What follows belongs to an exercise in optimizing a design on an open flow for small area, a short achievable clock period and few clock cycles per item; a production flow would make more cautious choices. Only simulation tests tie the RTL to the original design; equivalence was not proved.

==> 10-06 <==
==> flow/design.v <==
`timescale 1ns/100ps
package dcache_pkg;
    localparam int word_w = 32;
    localparam int set_idx_w = 4;
    localparam int word_off_w = 2;
    localparam int byte_off_w = 2;
    localparam int tag_w = word_w - set_idx_w - word_off_w - byte_off_w;
    localparam int words_per_line = 4;
    localparam int num_sets = 2 ** set_idx_w;
    localparam int num_ways = 2;
endpackage
`timescale 1ns/100ps
module dcache_way (
    input  logic                              clk,
    input  logic                              nrst,
    input  logic [dcache_pkg::set_idx_w-1:0]  set,
    input  logic [dcache_pkg::num_sets-1:0]   wset,
    input  logic [dcache_pkg::tag_w-1:0]      lookup_tag,
    input  logic [dcache_pkg::word_off_w-1:0] rd_word,
    input  logic                              dwe,
    input  logic [dcache_pkg::word_off_w-1:0] dword,
    input  logic [dcache_pkg::word_w-1:0]     wdata,
    input  logic                              mwe,
    input  logic                              mdirty,
    input  logic                              set_dirty,
    output logic [dcache_pkg::word_w-1:0]     rdata,
    output logic [dcache_pkg::tag_w-1:0]      rtag,
    output logic                              rvalid,
    output logic                              rdirty,
    output logic                              hit
);
    localparam int NS = dcache_pkg::num_sets;
    localparam int NW = dcache_pkg::words_per_line;
    localparam int WW = dcache_pkg::word_w;
    localparam int TW = dcache_pkg::tag_w;
    logic [NS*NW*WW-1:0] data_flat;
    logic [NS*TW-1:0]    tag_flat;
    logic [NS-1:0]       valid_q;
    logic [NS-1:0]       dirty_q;
    for (genvar s = 0; s < NS; s++) begin : g_set
        for (genvar w = 0; w < NW; w++) begin : g_word
            logic [WW-1:0] q;
            always_ff @(posedge clk) begin
                if (dwe && wset[s] && dword == w) q <= wdata;
            end
            assign data_flat[(s*NW+w)*WW +: WW] = q;
        end
        logic [TW-1:0] tq;
        always_ff @(posedge clk) begin
            if (mwe && wset[s]) tq <= lookup_tag;
        end
        assign tag_flat[s*TW +: TW] = tq;
    end
    always_ff @(posedge clk) begin
        if (!nrst) begin
            valid_q <= '0;
        end else if (mwe) begin
            valid_q <= valid_q | wset;
        end
    end
    for (genvar s = 0; s < NS; s++) begin : g_dirty
        always_ff @(posedge clk) begin
            if (mwe && wset[s]) begin
                dirty_q[s] <= mdirty;
            end else if (set_dirty && wset[s]) begin
                dirty_q[s] <= 1'b1;
            end
        end
    end
    assign rdata  = data_flat[{set, rd_word}*WW +: WW];
    assign rtag   = tag_flat[set*TW +: TW];
    assign rvalid = valid_q[set];
    assign rdirty = dirty_q[set];
    assign hit    = rvalid && (rtag == lookup_tag);
endmodule
`timescale 1ns/100ps
module dcache_victim_select (
    input  logic                         hit0,
    input  logic                         hit1,
    input  logic                         valid0,
    input  logic                         valid1,
    input  logic                         dirty0,
    input  logic                         dirty1,
    input  logic [dcache_pkg::tag_w-1:0] tag0,
    input  logic [dcache_pkg::tag_w-1:0] tag1,
    input  logic                         lru_way,
    output logic                         hit_any,
    output logic                         hit_way,
    output logic                         victim_way,
    output logic                         victim_wb,
    output logic [dcache_pkg::tag_w-1:0] victim_tag
);
    assign hit_any = hit0 | hit1;
    assign hit_way = hit1;
    assign victim_way = !valid0 ? 1'b0 :
                        !valid1 ? 1'b1 : lru_way;
    assign victim_wb  = victim_way ? (valid1 && dirty1) : (valid0 && dirty0);
    assign victim_tag = victim_way ? tag1 : tag0;
endmodule
`timescale 1ns/100ps
module dcache_ctrl (
    input  logic                              clk,
    input  logic                              nrst,
    input  logic                              cpu_read,
    input  logic                              cpu_write,
    input  logic                              cpu_done,
    input  logic [dcache_pkg::word_w-1:0]     cpu_addr,
    input  logic [dcache_pkg::word_w-1:0]     cpu_store,
    output logic                              cpu_ready,
    output logic [dcache_pkg::word_w-1:0]     cpu_load,
    output logic                              mem_read,
    output logic                              mem_write,
    output logic                              mem_done,
    output logic [dcache_pkg::word_w-1:0]     mem_addr,
    output logic [dcache_pkg::word_w-1:0]     mem_store,
    input  logic                              mem_ready,
    input  logic [dcache_pkg::word_w-1:0]     mem_load,
    input  logic                              hit_any,
    input  logic                              hit_way,
    input  logic                              victim_way,
    input  logic                              victim_wb,
    input  logic [dcache_pkg::tag_w-1:0]      victim_tag,
    input  logic [dcache_pkg::word_w-1:0]     rdata0,
    input  logic [dcache_pkg::word_w-1:0]     rdata1,
    output logic [dcache_pkg::word_off_w-1:0] rd_word,
    output logic [dcache_pkg::num_sets-1:0]   wset,
    output logic [dcache_pkg::word_w-1:0]     wdata,
    output logic [dcache_pkg::word_off_w-1:0] dword,
    output logic                              dwe0,
    output logic                              dwe1,
    output logic                              mwe0,
    output logic                              mwe1,
    output logic                              mdirty,
    output logic                              set_dirty0,
    output logic                              set_dirty1,
    output logic                              lru_way
);
    localparam int WW = dcache_pkg::word_w;
    localparam int TW = dcache_pkg::tag_w;
    localparam int NS = dcache_pkg::num_sets;
    logic [TW-1:0] cpu_tag;
    logic [3:0]    cpu_set;
    logic [1:0]    cpu_word;
    assign cpu_tag  = cpu_addr[31:8];
    assign cpu_set  = cpu_addr[7:4];
    assign cpu_word = cpu_addr[3:2];
    logic st_idle;
    logic st_rdy;      
    logic st_wb;       
    logic st_fill;     
    logic [1:0]    cnt_q;     
    logic [1:0]    rdw_q;     
    logic [1:0]    num_q;     
    logic          last_q;    
    logic          way_q;     
    logic [TW-1:0] mtag_q;    
    logic [3:0]    mset_q;
    logic [WW-1:0] ld_q;      
    logic [NS-1:0] lru_q;
    logic [NS-1:0] wset_q;    
    logic first_fill;
    logic finish;
    logic way_nx;
    assign first_fill = st_fill && (num_q == 2'd0);
    assign mem_read  = st_fill;
    assign mem_write = st_wb;
    assign mem_done  = mem_ready;
    assign mem_addr  = {mtag_q, mset_q, cnt_q, 2'b00};
    assign cpu_load  = ld_q;
    assign mem_store = ld_q;
    assign cpu_ready = st_rdy || (last_q && mem_ready);
    assign finish    = cpu_ready && cpu_done;
    assign lru_way = lru_q[cpu_set];
    assign way_nx = hit_way || (!hit_any && victim_way);
    assign rd_word = st_idle ? cpu_word : rdw_q;
    assign wset    = wset_q;
    assign wdata = (st_fill && !(cpu_write && num_q == 2'd0)) ? mem_load : cpu_store;
    assign dword = cnt_q;
    logic dwe;
    assign dwe  = (st_fill && mem_ready) || (st_rdy && cpu_done && cpu_write);
    assign dwe0 = dwe && !way_q;
    assign dwe1 = dwe && way_q;
    assign mwe0   = first_fill && mem_ready && !way_q;
    assign mwe1   = first_fill && mem_ready && way_q;
    assign mdirty = cpu_write;
    assign set_dirty0 = st_rdy && cpu_done && cpu_write && !way_q;
    assign set_dirty1 = st_rdy && cpu_done && cpu_write && way_q;
    always_ff @(posedge clk) begin
        if (!nrst) begin
            st_idle <= 1'b1;
            st_rdy  <= 1'b0;
            st_wb   <= 1'b0;
            st_fill <= 1'b0;
            last_q  <= 1'b0;
        end else if (st_idle) begin
            if (cpu_read || cpu_write) begin
                st_idle <= 1'b0;
                st_rdy  <= hit_any;
                st_wb   <= !hit_any && victim_wb;
                st_fill <= !hit_any && !victim_wb;
            end
        end else if (st_wb) begin
            if (mem_ready && num_q == 2'd3) begin
                st_wb   <= 1'b0;
                st_fill <= 1'b1;
            end
        end else if (st_fill) begin
            if (mem_ready) begin
                last_q <= (num_q == 2'd2);
                if (last_q) begin
                    st_fill <= 1'b0;
                    st_rdy  <= !cpu_done;
                    st_idle <= cpu_done;
                end
            end
        end else if (cpu_done) begin
            st_rdy  <= 1'b0;
            st_idle <= 1'b1;
        end
    end
    always_ff @(posedge clk) begin
        if (st_idle) begin
            cnt_q  <= cpu_word;
            rdw_q  <= cpu_word + 2'd1;
            num_q  <= 2'd0;
            way_q  <= way_nx;
            mtag_q <= victim_wb ? victim_tag : cpu_tag;
            mset_q <= cpu_set;
            for (int i = 0; i < NS; i++) wset_q[i] <= (cpu_set == i);
        end else if ((st_wb || st_fill) && mem_ready) begin
            cnt_q <= cnt_q + 2'd1;
            rdw_q <= rdw_q + 2'd1;
            num_q <= num_q + 2'd1;
            if (st_wb && num_q == 2'd3) begin
                mtag_q <= cpu_tag;
            end
        end
    end
    always_ff @(posedge clk) begin
        if (st_idle) begin
            ld_q <= way_nx ? rdata1 : rdata0;
        end else if (st_wb && mem_ready) begin
            ld_q <= way_q ? rdata1 : rdata0;
        end else if (first_fill && mem_ready) begin
            ld_q <= mem_load;
        end
    end
    always_ff @(posedge clk) begin
        if (!nrst) begin
            lru_q <= '0;
        end else if (finish) begin
            for (int i = 0; i < NS; i++) begin
                if (wset_q[i]) lru_q[i] <= !way_q;
            end
        end
    end
endmodule
`timescale 1ns/100ps
module dcache_top (
    input  logic                          clk,
    input  logic                          nrst,
    input  logic                          cpu_read,
    input  logic                          cpu_write,
    input  logic                          cpu_done,
    input  logic [dcache_pkg::word_w-1:0] cpu_addr,
    input  logic [dcache_pkg::word_w-1:0] cpu_store,
    output logic                          cpu_ready,
    output logic [dcache_pkg::word_w-1:0] cpu_load,
    output logic                          mem_read,
    output logic                          mem_write,
    output logic                          mem_done,
    output logic [dcache_pkg::word_w-1:0] mem_addr,
    output logic [dcache_pkg::word_w-1:0] mem_store,
    input  logic                          mem_ready,
    input  logic [dcache_pkg::word_w-1:0] mem_load
);
    localparam int WW = dcache_pkg::word_w;
    localparam int TW = dcache_pkg::tag_w;
    logic [1:0]    rd_word;
    logic [dcache_pkg::num_sets-1:0] wset;
    logic [WW-1:0] wdata;
    logic [1:0]    dword;
    logic          dwe0, dwe1, mwe0, mwe1, mdirty, set_dirty0, set_dirty1;
    logic [WW-1:0] rdata0, rdata1;
    logic [TW-1:0] rtag0, rtag1;
    logic          rvalid0, rvalid1, rdirty0, rdirty1, hit0, hit1;
    logic          hit_any, hit_way, victim_way, victim_wb, lru_way;
    logic [TW-1:0] victim_tag;
    dcache_ctrl i_ctrl (
        .clk        (clk),
        .nrst       (nrst),
        .cpu_read   (cpu_read),
        .cpu_write  (cpu_write),
        .cpu_done   (cpu_done),
        .cpu_addr   (cpu_addr),
        .cpu_store  (cpu_store),
        .cpu_ready  (cpu_ready),
        .cpu_load   (cpu_load),
        .mem_read   (mem_read),
        .mem_write  (mem_write),
        .mem_done   (mem_done),
        .mem_addr   (mem_addr),
        .mem_store  (mem_store),
        .mem_ready  (mem_ready),
        .mem_load   (mem_load),
        .hit_any    (hit_any),
        .hit_way    (hit_way),
        .victim_way (victim_way),
        .victim_wb  (victim_wb),
        .victim_tag (victim_tag),
        .rdata0     (rdata0),
        .rdata1     (rdata1),
        .rd_word    (rd_word),
        .wset       (wset),
        .wdata      (wdata),
        .dword      (dword),
        .dwe0       (dwe0),
        .dwe1       (dwe1),
        .mwe0       (mwe0),
        .mwe1       (mwe1),
        .mdirty     (mdirty),
        .set_dirty0 (set_dirty0),
        .set_dirty1 (set_dirty1),
        .lru_way    (lru_way)
    );
    dcache_way i_way0 (
        .clk        (clk),
        .nrst       (nrst),
        .set        (cpu_addr[7:4]),
        .wset       (wset),
        .lookup_tag (cpu_addr[31:8]),
        .rd_word    (rd_word),
        .dwe        (dwe0),
        .dword      (dword),
        .wdata      (wdata),
        .mwe        (mwe0),
        .mdirty     (mdirty),
        .set_dirty  (set_dirty0),
        .rdata      (rdata0),
        .rtag       (rtag0),
        .rvalid     (rvalid0),
        .rdirty     (rdirty0),
        .hit        (hit0)
    );
    dcache_way i_way1 (
        .clk        (clk),
        .nrst       (nrst),
        .set        (cpu_addr[7:4]),
        .wset       (wset),
        .lookup_tag (cpu_addr[31:8]),
        .rd_word    (rd_word),
        .dwe        (dwe1),
        .dword      (dword),
        .wdata      (wdata),
        .mwe        (mwe1),
        .mdirty     (mdirty),
        .set_dirty  (set_dirty1),
        .rdata      (rdata1),
        .rtag       (rtag1),
        .rvalid     (rvalid1),
        .rdirty     (rdirty1),
        .hit        (hit1)
    );
    dcache_victim_select i_sel (
        .hit0       (hit0),
        .hit1       (hit1),
        .valid0     (rvalid0),
        .valid1     (rvalid1),
        .dirty0     (rdirty0),
        .dirty1     (rdirty1),
        .tag0       (rtag0),
        .tag1       (rtag1),
        .lru_way    (lru_way),
        .hit_any    (hit_any),
        .hit_way    (hit_way),
        .victim_way (victim_way),
        .victim_wb  (victim_wb),
        .victim_tag (victim_tag)
    );
endmodule
==> flow/run.sh <==
#!/bin/bash
# synth_recipe.tcl (not shown) runs the flow's synth.tcl, then flattens the netlist and writes it again
# the make line also repeats each setting of config.mk as NAME=value (left out here)
make -C /OpenROAD-flow-scripts/flow DESIGN_CONFIG=/design/flow/config.mk WORK_HOME=/design/flow/orfs CLKGATE_MAP_FILE= SYNTH_SCRIPT=/design/flow/synth_recipe.tcl finish
==> flow/config.mk <==
export PLATFORM = sky130hd
export DESIGN_NAME = dcache_top
export DESIGN_NICKNAME = dcache_top
export VERILOG_FILES = /design/flow/design.v
export SDC_FILE = /design/flow/constraint.sdc
export NUM_CORES = 4
export LEC_CHECK = 0
export CAP_MARGIN = 20
export CORE_MARGIN = 2
export CORE_UTILIZATION = 55
export CTS_CLUSTER_DIAMETER = 60
export CTS_CLUSTER_SIZE = 32
export PLACE_DENSITY = 0.65
export SETUP_SLACK_MARGIN = 4.7
export SLEW_MARGIN = 20
export TNS_END_PERCENT = 5
==> flow/constraint.sdc <==
create_clock -name core_clock -period 8.0 [get_ports {clk}]
set_input_delay 1.6000 -clock core_clock [delete_from_list [all_inputs] [get_ports {clk}]]
set_output_delay 1.6000 -clock core_clock [all_outputs]
set_load 0.01 [all_outputs]
==> 06-02 (differences from 10-06) <==
==> flow/design.v, changed modules only <==
module dcache_way (
    input  logic                              clk,
    input  logic                              nrst,
    input  logic [dcache_pkg::set_idx_w-1:0]  set,
    input  logic [dcache_pkg::tag_w-1:0]      lookup_tag,
    input  logic [dcache_pkg::word_off_w-1:0] rd_word,
    input  logic                              dwe,
    input  logic [dcache_pkg::word_off_w-1:0] dword,
    input  logic [dcache_pkg::word_w-1:0]     wdata,
    input  logic                              mwe,
    input  logic                              mdirty,
    input  logic                              set_dirty,
    output logic [dcache_pkg::word_w-1:0]     rdata,
    output logic [dcache_pkg::tag_w-1:0]      rtag,
    output logic                              rvalid,
    output logic                              rdirty,
    output logic                              hit
);
    localparam int NS = dcache_pkg::num_sets;
    localparam int NW = dcache_pkg::words_per_line;
    localparam int WW = dcache_pkg::word_w;
    localparam int TW = dcache_pkg::tag_w;
    logic [NS*NW*WW-1:0] data_flat;
    logic [NS*TW-1:0]    tag_flat;
    logic [NS-1:0]       valid_q;
    logic [NS-1:0]       dirty_q;
    for (genvar s = 0; s < NS; s++) begin : g_set
        for (genvar w = 0; w < NW; w++) begin : g_word
            logic [WW-1:0] q;
            always_ff @(posedge clk) begin
                if (dwe && set == s && dword == w) q <= wdata;
            end
            assign data_flat[(s*NW+w)*WW +: WW] = q;
        end
        logic [TW-1:0] tq;
        always_ff @(posedge clk) begin
            if (mwe && set == s) tq <= lookup_tag;
        end
        assign tag_flat[s*TW +: TW] = tq;
    end
    always_ff @(posedge clk) begin
        if (!nrst) begin
            valid_q <= '0;
        end else if (mwe) begin
            valid_q[set] <= 1'b1;
        end
    end
    always_ff @(posedge clk) begin
        if (mwe) begin
            dirty_q[set] <= mdirty;
        end else if (set_dirty) begin
            dirty_q[set] <= 1'b1;
        end
    end
    assign rdata  = data_flat[{set, rd_word}*WW +: WW];
    assign rtag   = tag_flat[set*TW +: TW];
    assign rvalid = valid_q[set];
    assign rdirty = dirty_q[set];
    assign hit    = rvalid && (rtag == lookup_tag);
endmodule
module dcache_ctrl (
    input  logic                              clk,
    input  logic                              nrst,
    input  logic                              cpu_read,
    input  logic                              cpu_write,
    input  logic                              cpu_done,
    input  logic [dcache_pkg::word_w-1:0]     cpu_addr,
    input  logic [dcache_pkg::word_w-1:0]     cpu_store,
    output logic                              cpu_ready,
    output logic [dcache_pkg::word_w-1:0]     cpu_load,
    output logic                              mem_read,
    output logic                              mem_write,
    output logic                              mem_done,
    output logic [dcache_pkg::word_w-1:0]     mem_addr,
    output logic [dcache_pkg::word_w-1:0]     mem_store,
    input  logic                              mem_ready,
    input  logic [dcache_pkg::word_w-1:0]     mem_load,
    input  logic                              hit_any,
    input  logic                              hit_way,
    input  logic                              victim_way,
    input  logic                              victim_wb,
    input  logic [dcache_pkg::tag_w-1:0]      victim_tag,
    input  logic [dcache_pkg::word_w-1:0]     rdata0,
    input  logic [dcache_pkg::word_w-1:0]     rdata1,
    output logic [dcache_pkg::word_off_w-1:0] rd_word,
    output logic [dcache_pkg::word_w-1:0]     wdata,
    output logic [dcache_pkg::word_off_w-1:0] dword,
    output logic                              dwe0,
    output logic                              dwe1,
    output logic                              mwe0,
    output logic                              mwe1,
    output logic                              mdirty,
    output logic                              set_dirty0,
    output logic                              set_dirty1,
    output logic                              lru_way
);
    localparam int WW = dcache_pkg::word_w;
    localparam int TW = dcache_pkg::tag_w;
    localparam int NS = dcache_pkg::num_sets;
    logic [TW-1:0] cpu_tag;
    logic [3:0]    cpu_set;
    logic [1:0]    cpu_word;
    assign cpu_tag  = cpu_addr[31:8];
    assign cpu_set  = cpu_addr[7:4];
    assign cpu_word = cpu_addr[3:2];
    logic st_rdy;      
    logic st_wb;       
    logic st_fill;     
    logic st_idle;
    assign st_idle = !st_rdy && !st_wb && !st_fill;
    logic [1:0]    cnt_q;     
    logic [1:0]    num_q;     
    logic          way_q;     
    logic [TW-1:0] mtag_q;    
    logic [3:0]    mset_q;
    logic [WW-1:0] d0_q;
    logic [WW-1:0] d1_q;
    logic [NS-1:0] lru_q;
    logic first_fill;
    logic last_fill;
    logic finish;
    assign first_fill = st_fill && (num_q == 2'd0);
    assign last_fill  = st_fill && (num_q == 2'd3);
    assign mem_read  = st_fill;
    assign mem_write = st_wb;
    assign mem_done  = mem_ready;
    assign mem_addr  = {mtag_q, mset_q, cnt_q, 2'b00};
    assign cpu_load  = way_q ? d1_q : d0_q;
    assign mem_store = cpu_load;
    assign cpu_ready = st_rdy || (last_fill && mem_ready);
    assign finish    = cpu_ready && cpu_done;
    assign lru_way = lru_q[cpu_set];
    assign rd_word = st_idle ? cpu_word : cnt_q + 2'd1;
    assign wdata = (st_fill && !(cpu_write && num_q == 2'd0)) ? mem_load : cpu_store;
    assign dword = cnt_q;
    logic dwe;
    assign dwe  = (st_fill && mem_ready) || (st_rdy && cpu_done && cpu_write);
    assign dwe0 = dwe && !way_q;
    assign dwe1 = dwe && way_q;
    assign mwe0   = first_fill && mem_ready && !way_q;
    assign mwe1   = first_fill && mem_ready && way_q;
    assign mdirty = cpu_write;
    assign set_dirty0 = st_rdy && cpu_done && cpu_write && !way_q;
    assign set_dirty1 = st_rdy && cpu_done && cpu_write && way_q;
    always_ff @(posedge clk) begin
        if (!nrst) begin
            st_rdy  <= 1'b0;
            st_wb   <= 1'b0;
            st_fill <= 1'b0;
        end else if (st_idle) begin
            if (cpu_read || cpu_write) begin
                st_rdy  <= hit_any;
                st_wb   <= !hit_any && victim_wb;
                st_fill <= !hit_any && !victim_wb;
            end
        end else if (st_wb) begin
            if (mem_ready && num_q == 2'd3) begin
                st_wb   <= 1'b0;
                st_fill <= 1'b1;
            end
        end else if (st_fill) begin
            if (mem_ready && num_q == 2'd3) begin
                st_fill <= 1'b0;
                st_rdy  <= !cpu_done;
            end
        end else if (cpu_done) begin
            st_rdy <= 1'b0;
        end
    end
    always_ff @(posedge clk) begin
        if (st_idle) begin
            cnt_q  <= cpu_word;
            num_q  <= 2'd0;
            way_q  <= hit_any ? hit_way : victim_way;
            mtag_q <= victim_wb ? victim_tag : cpu_tag;
            mset_q <= cpu_set;
        end else if ((st_wb || st_fill) && mem_ready) begin
            cnt_q <= cnt_q + 2'd1;
            num_q <= num_q + 2'd1;
            if (st_wb && num_q == 2'd3) begin
                mtag_q <= cpu_tag;
            end
        end
    end
    always_ff @(posedge clk) begin
        if (st_idle || (st_wb && mem_ready)) begin
            d0_q <= rdata0;
            d1_q <= rdata1;
        end else if (first_fill && mem_ready) begin
            if (way_q) d1_q <= mem_load;
            else       d0_q <= mem_load;
        end
    end
    always_ff @(posedge clk) begin
        if (!nrst) begin
            lru_q <= '0;
        end else if (finish) begin
            lru_q[cpu_set] <= !way_q;
        end
    end
endmodule
module dcache_top (
    input  logic                          clk,
    input  logic                          nrst,
    input  logic                          cpu_read,
    input  logic                          cpu_write,
    input  logic                          cpu_done,
    input  logic [dcache_pkg::word_w-1:0] cpu_addr,
    input  logic [dcache_pkg::word_w-1:0] cpu_store,
    output logic                          cpu_ready,
    output logic [dcache_pkg::word_w-1:0] cpu_load,
    output logic                          mem_read,
    output logic                          mem_write,
    output logic                          mem_done,
    output logic [dcache_pkg::word_w-1:0] mem_addr,
    output logic [dcache_pkg::word_w-1:0] mem_store,
    input  logic                          mem_ready,
    input  logic [dcache_pkg::word_w-1:0] mem_load
);
    localparam int WW = dcache_pkg::word_w;
    localparam int TW = dcache_pkg::tag_w;
    logic [1:0]    rd_word;
    logic [WW-1:0] wdata;
    logic [1:0]    dword;
    logic          dwe0, dwe1, mwe0, mwe1, mdirty, set_dirty0, set_dirty1;
    logic [WW-1:0] rdata0, rdata1;
    logic [TW-1:0] rtag0, rtag1;
    logic          rvalid0, rvalid1, rdirty0, rdirty1, hit0, hit1;
    logic          hit_any, hit_way, victim_way, victim_wb, lru_way;
    logic [TW-1:0] victim_tag;
    dcache_ctrl i_ctrl (
        .clk        (clk),
        .nrst       (nrst),
        .cpu_read   (cpu_read),
        .cpu_write  (cpu_write),
        .cpu_done   (cpu_done),
        .cpu_addr   (cpu_addr),
        .cpu_store  (cpu_store),
        .cpu_ready  (cpu_ready),
        .cpu_load   (cpu_load),
        .mem_read   (mem_read),
        .mem_write  (mem_write),
        .mem_done   (mem_done),
        .mem_addr   (mem_addr),
        .mem_store  (mem_store),
        .mem_ready  (mem_ready),
        .mem_load   (mem_load),
        .hit_any    (hit_any),
        .hit_way    (hit_way),
        .victim_way (victim_way),
        .victim_wb  (victim_wb),
        .victim_tag (victim_tag),
        .rdata0     (rdata0),
        .rdata1     (rdata1),
        .rd_word    (rd_word),
        .wdata      (wdata),
        .dword      (dword),
        .dwe0       (dwe0),
        .dwe1       (dwe1),
        .mwe0       (mwe0),
        .mwe1       (mwe1),
        .mdirty     (mdirty),
        .set_dirty0 (set_dirty0),
        .set_dirty1 (set_dirty1),
        .lru_way    (lru_way)
    );
    dcache_way i_way0 (
        .clk        (clk),
        .nrst       (nrst),
        .set        (cpu_addr[7:4]),
        .lookup_tag (cpu_addr[31:8]),
        .rd_word    (rd_word),
        .dwe        (dwe0),
        .dword      (dword),
        .wdata      (wdata),
        .mwe        (mwe0),
        .mdirty     (mdirty),
        .set_dirty  (set_dirty0),
        .rdata      (rdata0),
        .rtag       (rtag0),
        .rvalid     (rvalid0),
        .rdirty     (rdirty0),
        .hit        (hit0)
    );
    dcache_way i_way1 (
        .clk        (clk),
        .nrst       (nrst),
        .set        (cpu_addr[7:4]),
        .lookup_tag (cpu_addr[31:8]),
        .rd_word    (rd_word),
        .dwe        (dwe1),
        .dword      (dword),
        .wdata      (wdata),
        .mwe        (mwe1),
        .mdirty     (mdirty),
        .set_dirty  (set_dirty1),
        .rdata      (rdata1),
        .rtag       (rtag1),
        .rvalid     (rvalid1),
        .rdirty     (rdirty1),
        .hit        (hit1)
    );
    dcache_victim_select i_sel (
        .hit0       (hit0),
        .hit1       (hit1),
        .valid0     (rvalid0),
        .valid1     (rvalid1),
        .dirty0     (rdirty0),
        .dirty1     (rdirty1),
        .tag0       (rtag0),
        .tag1       (rtag1),
        .lru_way    (lru_way),
        .hit_any    (hit_any),
        .hit_way    (hit_way),
        .victim_way (victim_way),
        .victim_wb  (victim_wb),
        .victim_tag (victim_tag)
    );
endmodule
==> flow/config.mk (replaced) <==
export PLATFORM = sky130hd
export DESIGN_NAME = dcache_top
export DESIGN_NICKNAME = dcache_top
export VERILOG_FILES = /design/flow/design.v
export SDC_FILE = /design/flow/constraint.sdc
export NUM_CORES = 4
export LEC_CHECK = 0
export CAP_MARGIN = 20
export CORE_MARGIN = 2
export CORE_UTILIZATION = 40
export PLACE_DENSITY = 0.6
export SLEW_MARGIN = 20
==> 12-17 (differences from 10-06) <==
--- a/flow/config.mk
+++ b/flow/config.mk
@@ -8,8 +8,8 @@
 export CAP_MARGIN = 20
 export CORE_MARGIN = 2
-export CORE_UTILIZATION = 55
-export CTS_CLUSTER_DIAMETER = 60
-export CTS_CLUSTER_SIZE = 32
-export PLACE_DENSITY = 0.65
+export CORE_UTILIZATION = 45
+export CTS_CLUSTER_DIAMETER = 50
+export CTS_CLUSTER_SIZE = 30
+export PLACE_DENSITY = 0.6
 export SETUP_SLACK_MARGIN = 4.7
 export SLEW_MARGIN = 20
==> 09-13 (differences from 10-06) <==
--- a/flow/config.mk
+++ b/flow/config.mk
@@ -14,3 +14,3 @@
 export SETUP_SLACK_MARGIN = 4.7
 export SLEW_MARGIN = 20
-export TNS_END_PERCENT = 5
+export TNS_END_PERCENT = 0
==> impl_metrics.env <==
export IMPL_r2r_start="i_ctrl.st_idle"
export IMPL_hold_end="i_way0.valid_q[7]"
export IMPL_post_synth_fa_ha_maj_area_fraction_pct=0.04479
export IMPL_reg2regPathDepth=12
export IMPL_clkPwrFrac_pct=38.4
export IMPL_maxSlewHeadroom_pct=13.94
export IMPL_die_y_um=663.2
export IMPL_cts_resized=627
export IMPL_met2_length_mm=296.8
export IMPL_start_util_pct=45.10
export IMPL_status="complete, no violations"
export IMPL_nNetsFinal=9684
export IMPL_startpoint_type="primary input"
export IMPL_criticalPathCategory="primary input to flop"
export IMPL_dp_hpwl_mm=347.4
export IMPL_worstPathRequired_ns=8.73
export IMPL_non_clock_buffer_count=937
(the above is from 12-17)
==> impl_metrics.env <==
export IMPL_status="complete, no violations"
export IMPL_start_util_pct=55.36
export IMPL_reg2regPathDepth=13
export IMPL_r2r_start="i_ctrl.rdw_q[1]"
export IMPL_hold_end="i_way0.valid_q[2]"
export IMPL_met2_length_mm=282.2
export IMPL_startpoint_type="primary input"
export IMPL_slowest_stage="nand4_1"
export IMPL_nNetsFinal=9407
export IMPL_yosysTopAreaCell="edfxtp_1"
export IMPL_dp_hpwl_mm=350.3
export IMPL_cts_resized=249
export IMPL_clkPwrFrac_pct=35.7
export IMPL_worstPathRequired_ns=8.73
export IMPL_maxSlewHeadroom_pct=17.34
export IMPL_non_clock_buffer_count=777
export IMPL_die_y_um=600.3
export IMPL_instances_no_fill=14360
(the above is from 09-13)
==> impl_metrics.env <==
export IMPL_status="complete, no violations"
export IMPL_criticalPathCategory="flop to flop"
export IMPL_die_y_um=705.4
export IMPL_nNetsFinal=9423
export IMPL_post_synth_fa_ha_maj_area_fraction_pct=0.06994
export IMPL_non_clock_buffer_count=572
export IMPL_worstPathRequired_ns=8.79
export IMPL_clkPwrFrac_pct=36.0
export IMPL_maxSlewHeadroom_pct=17.07
export IMPL_met2_length_mm=261.7
export IMPL_reg2regPathDepth=11
export IMPL_cts_resized=0
export IMPL_hold_end="i_way0.valid_q[5]"
(the above is from 06-02)
==> impl_metrics.env <==
export IMPL_reg_top3="i_way0.g_set.g_word.q (2048), i_way1.g_set.g_word.q (2048)"
export IMPL_met2_length_mm=283.4
export IMPL_fp_dieW_um=600.3
export IMPL_die_y_um=600.3
export IMPL_cts_resized=500
export IMPL_yosys_area_share_simple_pct=1.904
export IMPL_holdWs_ns=0.4672
export IMPL_maxSlewHeadroom_pct=14.91
export IMPL_ys_warn_count=2
export IMPL_r2r_start="i_ctrl.st_idle"
export IMPL_antenna_found_initial=47
export IMPL_worstPathRequired_ns=8.76
export IMPL_hold_end="i_way1.valid_q[14]"
export IMPL_post_synth_fa_ha_maj_area_fraction_pct=0.04479
export IMPL_status="complete, no violations"
export IMPL_fmax_mhz=226.4
export IMPL_clkPwrFrac_pct=34.9
export IMPL_placed_area_mm2=0.2051
export IMPL_nNetsFinal=9611
(the above is from 10-06)
Testbench counts of 10-06, summed over its fixed seeds: cycles 68,893, accesses 16,000.
Testbench counts of 06-02, summed over its fixed seeds: cycles 68,893, accesses 16,000.
Testbench counts of 12-17, summed over its fixed seeds: cycles 68,893, accesses 16,000.
Testbench counts of 09-13, summed over its fixed seeds: cycles 68,893, accesses 16,000.

==> static timing again, ports no longer ideal <==
The results above use ideal ports. As a check the final layouts listed here were re-extracted and re-timed, cells and wires unchanged.
Step 1: set_driving_cell puts a clkbuf_16 on clk and a buf_2 on each other input, an assumption about the parent block.
Step 2 moves the port delays by t, midway between the first and last clock arrival at a register: inputs arrive t later, outputs are due t later. That takes back most of the time a late clock gives input paths.
a / b / c = ideal ports / drivers / drivers and shift; a / b = the first two.
run	t (ns)	slack for setup (ns)	worst data-port slew with drivers (ns)	pins driven straight from the clock port
10-06	1.079	3.582 / 3.390 / 2.311	0.39	1
06-02	1.115	2.531 / 2.519 / 1.698	0.12	1
12-17	1.139	3.659 / 3.413 / 2.275	0.49	1
09-13	1.091	3.188 / 3.031 / 1.939	0.40	1
After both steps every run listed still meets setup and hold. The setup slack of 12-17, which loses most, moves by -0.246 ns with the drivers and by -1.384 ns with both steps.
